Context: an optimization exercise on an open-source flow, tuned for small area and a short achievable clock period. The choices shown serve that exercise and are no tape-out recipe.
Only simulation tests tie the RTL to the original design; equivalence was not proved.
Power is estimated from default activity; no workload was simulated.

==> flow/design.v (outline; a module is shown in full before it is edited, if it fits) <==
// module fp_mul_pipe: 1651 lines
// module fp_mul_fa: 6 lines
// module fp_mul_ha: 4 lines
// module fp_mul_xor: 3 lines
module fp_mul_pipe (
  input  logic        clk,
  input  logic        rst_n,
  input  logic        in_valid,
  input  logic [3:0]  r_mode,
  input  logic [31:0] fp_X,
  input  logic [31:0] fp_Y,
  output logic        out_valid,
  output logic [31:0] fp_Z,
  output logic        ovrf,
  output logic        udrf
);
  // ...
==> flow/flow/run.sh <==
#!/bin/bash
set -euo pipefail
MARGIN=5.3
sed -E "s/SETUP_SLACK_MARGIN=[-0-9.]+/SETUP_SLACK_MARGIN=${MARGIN}/" standard.sh > standard_margin.sh
grep -q "SETUP_SLACK_MARGIN=${MARGIN}" standard_margin.sh
bash standard_margin.sh > standard.log 2>&1
==> flow/standard.sh <==
#!/bin/bash
# synth_recipe.tcl (not shown) runs the flow's synth.tcl, then flattens the netlist and writes it again
# the make line also repeats each setting of config.mk as NAME=value (left out here)
make -C /OpenROAD-flow-scripts/flow DESIGN_CONFIG=/design/flow/config.mk WORK_HOME=/design/flow/orfs CLKGATE_MAP_FILE= SYNTH_SCRIPT=/design/flow/synth_recipe.tcl "${@:-finish}"
==> flow/config.mk <==
export PLATFORM = sky130hd
export DESIGN_NAME = fp_mul_pipe
export DESIGN_NICKNAME = fp_mul_pipe
export VERILOG_FILES = /design/flow/design.v
export SDC_FILE = /design/flow/constraint.sdc
export NUM_CORES = 4
export LEC_CHECK = 0
export CAP_MARGIN = 20
export CORE_MARGIN = 2
export CORE_UTILIZATION = 40
export CTS_BUF_LIST = sky130_fd_sc_hd__clkbuf_8
export CTS_CLUSTER_DIAMETER = 40
export CTS_CLUSTER_SIZE = 20
export GPL_TIMING_DRIVEN = 0
export SETUP_SLACK_MARGIN = 5.0
export SLEW_MARGIN = 20
export SYNTH_HIERARCHICAL = 1
export SYNTH_MINIMUM_KEEP_SIZE = 0
==> flow/constraint.sdc <==
create_clock -name core_clock -period 8.5 [get_ports {clk}]
set_input_delay 1.7000 -clock core_clock [delete_from_list [all_inputs] [get_ports {clk}]]
set_output_delay 1.7000 -clock core_clock [all_outputs]
set_load 0.01 [all_outputs]
==> run summary, run 1 <==
FF-to-FF Start=p2_q[25]; DIE AREA=0.0549 sq mm; Largest delay share family, worst path=simple AND/OR/NAND/NOR gates; initial antenna violation count=3; Slew Viols, Final=0; register area=between 0.006 and 0.007 sq mm; FILL cells=around 4,800; vias in the first global route=16,600; sequential area share after synthesis=0.285; clock-cell share of area=0.0437; status=timing/DRC/antenna clean; met2 Use GR=0.393; GRT Overall Usage=0.262; most common cell in the netlist=xnor2_1; P_clk=1.41 mW; CP max stage delay=about 0.36 ns; Initial Util=0.404; Worst R2R End=z_q[23]; clock power share=0.147; post-synthesis mux area share=0.0114; Compound-Gate Fraction of Synth Area=0.151; average wire per standard cell=24.6 microns; grt ovf=0; worst vdd ir=roughly 0.00022 V; area occupied by multi-input gates=0.0152 sq mm; Root Buffer=clkbuf_8; pin count of the biggest net entering global routing=16
==> inputs of run 2 (changes only) <==
--- a/flow/config.mk
+++ b/flow/config.mk
@@ -12,5 +12,5 @@
 export CTS_CLUSTER_DIAMETER = 40
 export CTS_CLUSTER_SIZE = 20
-export GPL_TIMING_DRIVEN = 0
+export GPL_ROUTABILITY_DRIVEN = 0
 export SETUP_SLACK_MARGIN = 5.0
 export SLEW_MARGIN = 20
==> run 2 against run 1 <==
Effect of this change: die area stayed put; utilization down 2.6 points; clock skew increased by 0.0089 ns; power is 5.0% lower; non-clock buffer count fell by 123; worst setup slack improved by 0.29 ns; sequential power barely moved; sequential cell count is the same; first-iteration DRC count decreased by 28%; hold slack better by 0.015 ns.
==> run summary, run 2 <==
final hold vios=0; FILL cells=4,792 (+0.82%); GRT Overall Usage=0.219 (-0.0424); TritonRoute pass-1 iters=6; Routed WL=just under 60,000 microns; slowest library cell on the worst path=or4_1; final setup vio count=0; worst path cell trace=clkdlybuf4s50_1, nor4_2, nand2_1, or4_1, nor2_1, o21ai_0, o211ai_1; DIE AREA=0.0549 sq mm (unchanged); leading area contributor after synthesis=dfxtp_1; flops & latches, synth=301; Final ANT Viol Nets=0; Sink Count=about 300; DRC viols=0; met3 WL post-DR=5050 microns; status=timing/DRC/antenna clean; row cnt=84; Flop pwr share=0.254; die width=234 microns; CTS Buf Count=48; total power=9.14 mW; area occupied by multi-input gates=0.0149 sq mm (-2.3%); first-pass GRT wire length=about 93,000 microns; synthesized area=0.0212 sq mm; DR iter-0 viols=1,219; YS warnings=9; most common cell in the netlist=xnor2_1; Slew Viols, Final=0 (unchanged); sw frac=0.435; vias per inst=5.57; DR top layer=met4; max_slew headroom=0.524; max reg flops=39; Power Density=368 mW/mm^2; initial antenna violation count=2 (-1); Die Span Y=234 microns; layout cells sized above 1=0.113; worst slew pin tran=0.708 ns; Port Buf Inserts=105; Clock Pin Slew Worst Setup and Hold Paths=0.08 ns; grt ovf=0 (unchanged); register area=0.00609 sq mm (-0.94%); vias in the first global route=16,600 (+0.44%); post-synthesis cell type count=just under 60; Psw=3.98 mW; core area=0.0524 sq mm; fin crit period=3.19 ns; Finished Core Util=0.474; hold buffers post-CTS=0; CP max stage delay=0.54 ns (+0.18 ns); average wire per standard cell=21.4 microns (-13%); Root Buffer=clkbuf_8; CP max FO=4; HP Class=reg -> reg; Biggest register=r1b_r; FFs w/ async S/R, synth=0.0133; hpwl dp=39,700 microns; Worst Setup Start Kind=input port; vias=15,400; critical path capture point type=register; Clock Skews=0.0513 ns; period utilisation layout=0.375; Met1 Routed Length=25,200 microns; CP arrival=~3.8 ns; clock latency on the worst-skew pair=0.66 ns; sequential area share after synthesis=0.285 (unchanged); Leak=slightly below 10 nW; I/O pin total=106; most area-consuming cells after synthesis=dfxtp_1 (28%), fa_1 (25%), xnor2_1 (12%), a22oi_1 (9.4%), ha_1 (6.2%); CTS tree=done; EDFF count, synth=0; Initial Util=0.404 (unchanged); worst vdd ir=0.000169 V (-23%); Comb pwr share=0.590; RSZ-0062 raised after global routing=yes; Largest delay share family, worst path=simple AND/OR/NAND/NOR gates; Fin Setup TNS=0 ns; Avg Cell Area, Syn=about 11 sq um; Req. time, crit path=9.08 ns; Inst Count DP=2,651; final std cells w/o fill=2,764; Detail Route met2 WL=27,200 microns; pin count of the biggest net entering global routing=28 (+12); clock power share=0.155 (+0.008); most common cell after layout, fill and taps aside=xnor2_1; Yosys top cell area share=0.280; top_reg_cell synth=dfxtp_1; top flop regs=r1b_r: 39 flops, r1a_r: 38 flops, r1c_r: 38 flops; Nets=2,477; synth cell count leaders=xnor2_1 (298), dfxtp_1 (297), a22oi_1 (265), fa_1 (265), clkbuf_1 (123); H-tree depth=2; internal cell power=5.16 mW; CP Buf/Inv Count=1; WS Path Type=in -> reg; CTS max path bufs=3; P&R area growth vs syn=17.2%; Max Fclk=roughly 310 MHz; cells after synthesis=1,947; max_cap viols=0; highest-count cells in the layout ignoring fill and taps=xnor2_1 (298), dfxtp_1 (283), a22oi_1 (264), fa_1 (264), ha_1 (99)
run 2: cell counts after synthesis:
Identical to the previous run, type by type.
run 2: per-stage QoR:
stage | setup slack (ns) | area [sq um] | hold slack [ns]
final | 5.31 | 24900 | 0.332
after global routing | 5.22 | 24900 | 0.342
after CTS | 5.29 | 24600 | 0.332
after detailed placement | 3.82 | 23100 | 0.312
after global placement | 3.87 | 23100 | 0.312
after floorplan | 5.09 | 21400 | 0.310
run 2: worst register-to-register path, delay by kind of cell, from the launching register on:
family	cells	cell delay [ns]
AOI/OAI and AO/OA	6	1.22
xor gates and xnor gates	1	0.15
adders and majority gates	2	0.85
buffers and inverters	1	0.14
DFF	1	0.33
and+or+nand+nor	2	0.41
run 2: kinds of logic after synthesis:
kind of cell | count (synthesis) | synth area share
compound gates | 456 | 0.151
xor+xnor | 357 | 0.147
fa+ha+maj | 370 | 0.312
buf+inv | 198 | 0.0354
flops | 301 | 0.285
mux | 24 | 0.0114
other cells | 1 | 0.000177
simple gates | 240 | 0.0575
run 2: Yosys stat by module (local to each module, per instance):
module	times used	area, sq um
fp_mul_fa	263	20.0
fp_mul_ha	34	12.5
fp_mul_pipe	1	15300
fp_mul_xor	26	8.76
run 2: power groups by stage:
stage	Sequential [mW]	Clock, mW	Combinational (mW)
5_1_grt	2.38	1.52	6.04
6_report	2.32	1.42	5.40
3_3_place_gp	2.38	0	4.86
2_1_floorplan	2.27	0	3.53
3_5_place_dp	2.40	0	4.96
4_1_cts	2.33	1.46	5.26
run 2: timing repair:
action                                  in CTS  in global routing
endpoints found under the hold margin        0                  0
endpoints found under the setup margin     133                 62
buffers inserted                            17                  3
pin swaps                                   14                 12
gates cloned                                 3                  0
gates resized for setup                     79                 52
run 2: path summary, 6_finish.rpt:
kind,startpoint,endpoint,slack [ns],cells past startpoint
max,fp_X[7],tx0_q[0],5.31,7
min,cl1_q[1],cl2_q[1],0.33,0
max reg2reg,r1c_r[6],p2_q[22],5.33,12
min reg2reg,cl1_q[1],cl2_q[1],0.33,0
max in group asynchronous,rst_n,vld_q[1],7.06,1
min in group asynchronous,rst_n,vld_q[3],1.29,1
run 2: per-layer routing:
metal / vias up / GRT usage
met5: - / 0
met4: 0 / 0.0841
met3: 140 / 0.0468
met2: 698 / 0.349
met1: 7650 / 0.292
li1: 6915 / -
run 2: layout make-up:
class                      count  area share
multi-input combinational   1461       0.598
sequential                   301       0.245
timing repair buffer         175      0.0686
tap                          688      0.0346
clock buffer                  49      0.0271
clock inverter                40      0.0187
inverter                      49     0.00740
antenna                        1    0.000101
==> inputs of run 3 (changes only) <==
--- a/flow/config.mk
+++ b/flow/config.mk
@@ -9,8 +9,7 @@
 export CORE_MARGIN = 2
 export CORE_UTILIZATION = 40
-export CTS_BUF_LIST = sky130_fd_sc_hd__clkbuf_8
+export CTS_BUF_LIST = sky130_fd_sc_hd__clkbuf_4 sky130_fd_sc_hd__clkbuf_8
 export CTS_CLUSTER_DIAMETER = 40
 export CTS_CLUSTER_SIZE = 20
-export GPL_ROUTABILITY_DRIVEN = 0
 export SETUP_SLACK_MARGIN = 5.0
 export SLEW_MARGIN = 20
==> run 3 against run 2 <==
Effect of this change: die area unchanged; synthesized cell count unchanged; sequential share of layout area up 0.26 points; critical endpoint is now r1c_r[20].
==> run summary, run 3 <==
status=timing/DRC/antenna clean; synthesized area=0.0212 sq mm (unchanged); sw frac=0.426 (-0.00992); grt ovf=0 (unchanged); vias per inst=5.60 (+0.51%); Inst Count DP=2,651 (unchanged); most frequent CP cell=fa_1; Clock Pin Slew Worst Setup and Hold Paths=0.07 ns (about the same); Leak=9.53 nW (-0.94%); clock power share=0.153 (-0.002); synth cell count leaders=xnor2_1 (298), dfxtp_1 (297), a22oi_1 (265), fa_1 (265), clkbuf_1 (123); most area-consuming cells after synthesis=dfxtp_1 (28%), fa_1 (25%), xnor2_1 (12%), a22oi_1 (9.4%), ha_1 (6.2%); vias in the first global route=16,200 (-2.3%); Biggest register=r1b_r; Worst Setup Start Kind=register; Psw=3.80 mW (-4.6%); Avg Cell Area, Syn=10.9 sq um (unchanged); post-synthesis cell type count=58 (unchanged); CP max FO=24 (+20); core area=0.0524 sq mm (unchanged); HP Class=reg -> reg; Initial Util=0.404 (unchanged); top_reg_cell synth=dfxtp_1; setup ws final=5.38 ns (+0.0681 ns); Sink Count=301 (unchanged); Comb pwr share=0.586 (-0.004); vias=15,400 (-0.11%); Port Buf Inserts=105 (unchanged); cells after synthesis=1,947 (unchanged); layout cells sized above 1=0.105 (-0.00781); P&R area growth vs syn=15.9%; crit path to=r1c_r[20]; final std cells w/o fill=2,747 (-0.62%); slowest library cell on the worst path=fa_1; Max Fclk=320 MHz (+2.2%); leading area contributor after synthesis=dfxtp_1; Die Span Y=234 microns (unchanged); final setup vio count=0 (unchanged); CP arrival=3.62 ns (-0.15 ns); DIE AREA=0.0549 sq mm (unchanged); hold_ws=0.330 ns (-0.00243 ns); first-pass GRT wire length=92,100 microns (-1.1%); Fin Setup TNS=0 ns (unchanged); Worst Reg2Reg Path Length in Cells=7 (-5); WS Path Type=reg -> reg; highest-count cells in the layout ignoring fill and taps=xnor2_1 (298), dfxtp_1 (282), a22oi_1 (264), fa_1 (264), ha_1 (99); die width=234 microns (unchanged); Yosys top cell area share=0.280 (unchanged); row cnt=84 (unchanged); FFs w/ async S/R, synth=0.0133 (unchanged); FF-to-FF setup slack=5.38 ns (+0.05 ns); TritonRoute pass-1 iters=6 (unchanged); Routed WL=58,900 microns (-0.62%); worst slack at placement=3.85 ns (+0.0271 ns); I/O pin total=106 (unchanged); max_slew headroom=0.529 (+0.00442); Req. time, crit path=9.00 ns (-0.08 ns); FF-to-FF Start=b_one0_q[7]; top flop regs=r1b_r: 39 flops, r1a_r: 38 flops, r1c_r: 38 flops; CP max stage delay=0.53 ns (about the same); max reg flops=39 (unchanged); period utilisation layout=0.367 (-0.00801); Root Buffer=clkbuf_8; FILL cells=4,785 (-0.15%); DR iter-0 viols=1,094 (-10%); Slew Viols, Final=0 (unchanged); critical path capture point type=register; YS warnings=9 (unchanged); gpl congestion=0.853; flops & latches, synth=301 (unchanged); most common cell after layout, fill and taps aside=xnor2_1; Clock Skews=0.0437 ns (-0.00763 ns); EDFF count, synth=0 (unchanged); GRT Overall Usage=0.217 (-0.00245); sequential area share after synthesis=0.285 (unchanged); final hold vios=0 (unchanged); Final ANT Viol Nets=0 (unchanged); Flop pwr share=0.261 (+0.007); CTS tree=done; worst path cell trace=buf_4, a22oi_1, xnor2_1, fa_1, fa_1, fa_1, fa_1; Worst R2R End=r1c_r[20]; CTS Buf Count=44 (-8.3%); initial antenna violation count=4 (+2); most common cell in the netlist=xnor2_1; clock latency on the worst-skew pair=0.65 ns (about the same); fin crit period=3.12 ns (-0.0681 ns); pin count of the biggest net entering global routing=28 (unchanged); DRC viols=0 (unchanged); internal cell power=5.13 mW (-0.66%); worst vdd ir=0.000181 V (+7.2%); RSZ-0062 raised after global routing=yes; worst slew pin tran=0.705 ns (-0.00258 ns); Nets=2,465 (-0.48%); CTS max path bufs=3 (unchanged); hpwl dp=39,300 microns (-1.2%); max_cap viols=0 (unchanged); average wire per standard cell=21.4 microns (about the same); hold buffers post-CTS=0 (unchanged); H-tree depth=2 (unchanged); Power Density=363 mW/mm^2 (-1.3%); hold path depth=0 (unchanged); Crit. Startpoint=b_one0_q[7]
[run 3: cell counts after synthesis]
No cell type changed its count.
[run 3: cells by family after synthesis]
family,after synthesis,synth area share
muxes,24,0.0114
DFF,301,0.285
buffers and inverters,198,0.0354
other,1,0.000177
AOI/OAI and AO/OA,456,0.151
adders and majority gates,370,0.312
xor gates and xnor gates,357,0.147
and+or+nand+nor,240,0.0575
[run 3: how the worst min path moves through the flow]
stage	startpoint	end	slack (ns)
global route	e1_q[9]	e2_q[9]	0.33
global placement	s0_q	s1_q	0.31
detailed placement	cl1_q[1]	cl2_q[1]	0.31
CTS	e1_q[9]	e2_q[9]	0.33
finish	s0_q	s1_q	0.33
floorplan	cl1_q[0]	cl2_q[0]	0.31
[run 3: worst max-delay path, delay by kind of cell (launching register included)]
family	cells	cell delay, ns
fa+ha+maj	4	1.91
xor+xnor	1	0.23
buf+inv	1	0.35
compound gates	1	0.19
flops	1	0.31
[run 3: what timing repair did]
item / in CTS / in global routing
endpoints found under the setup margin: 136 / 67
buffers inserted: 8 / 5
pin swaps: 8 / 15
resized for setup: 73 / 41
cloned: 2 / 0
[run 3: per-stage QoR]
stage          total power, mW  utilization  cell area, sq um
3_5_place_dp              7.36        0.440             23100
5_1_grt                   9.75        0.469             24600
6_report                  8.92        0.469             24600
4_1_cts                   8.87        0.464             24300
2_1_floorplan             5.80            -             21400
3_3_place_gp              7.25        0.440             23100
[run 3: area by class of cell]
cell class | instances | area (sq um) | area share
sequential | 301 | 6090 | 0.248
inverter | 49 | 184 | 0.00748
antenna | 1 | 2.50 | 0.000102
multi-input combinational | 1461 | 14800 | 0.603
tap | 688 | 861 | 0.0350
clock inverter | 26 | 348 | 0.0142
timing repair buffer | 167 | 1560 | 0.0633
clock buffer | 54 | 712 | 0.0290
[run 3: power by group through the flow]
stage | Sequential, mW | Clock (mW) | Combinational [mW]
floorplan | 2.27 | 0 | 3.53
global placement | 2.38 | 0 | 4.87
detailed placement | 2.40 | 0 | 4.96
CTS | 2.33 | 1.41 | 5.13
global route | 2.39 | 1.47 | 5.90
finish | 2.33 | 1.36 | 5.23
[run 3: modules after synthesis, one instance, submodules excluded]
module | cells | area, sq um
fp_mul_fa | 1 | 20.0
fp_mul_ha | 1 | 12.5
fp_mul_pipe | 1624 | 15300
fp_mul_xor | 1 | 8.76
[run 3: metal layers]
metal | vias up | global-route usage | wire (microns)
met5 | - | 0 | 15
met4 | 2 | 0.0746 | 1570
met3 | 125 | 0.0420 | 4710
met2 | 665 | 0.347 | 27100
met1 | 7707 | 0.293 | 25500
li1 | 6887 | - | -

## afterwards: timing with drivers on the ports
Ports are ideal in the flow. The routed layouts listed here were re-timed in OpenROAD. Step 1 (the two cells are an assumption about what drives the block):
set clk [get_ports {clk}]
set_driving_cell -lib_cell sky130_fd_sc_hd__clkbuf_16 $clk
set_driving_cell -lib_cell sky130_fd_sc_hd__buf_2 [delete_from_list [all_inputs] $clk]
Step 2 times the ports against the registers' clock, not the clock port: input delays grow and output delays shrink by t, the midpoint of the rising clock arrivals with the driver on. Three values: ideal ports, drivers, drivers and shift; two values: the first two.
run	t, ns	slack for setup (ns)	latest minus earliest clock arrival (ns)	worst register clock-pin slew, ns	pins driven straight from the clock port
run 1	0.680	5.018 / 5.018 / 4.723	0.043 / 0.043	0.09 / 0.09	1
run 2	0.682	5.309 / 5.327 / 4.655	0.051 / 0.051	0.10 / 0.10	1
run 3	0.682	5.377 / 5.377 / 4.749	0.048 / 0.048	0.09 / 0.09	1
After both steps setup and hold are still met in every run listed. The setup slack of run 2, which loses most, moves by +0.018 ns with the drivers and by -0.654 ns with both steps.
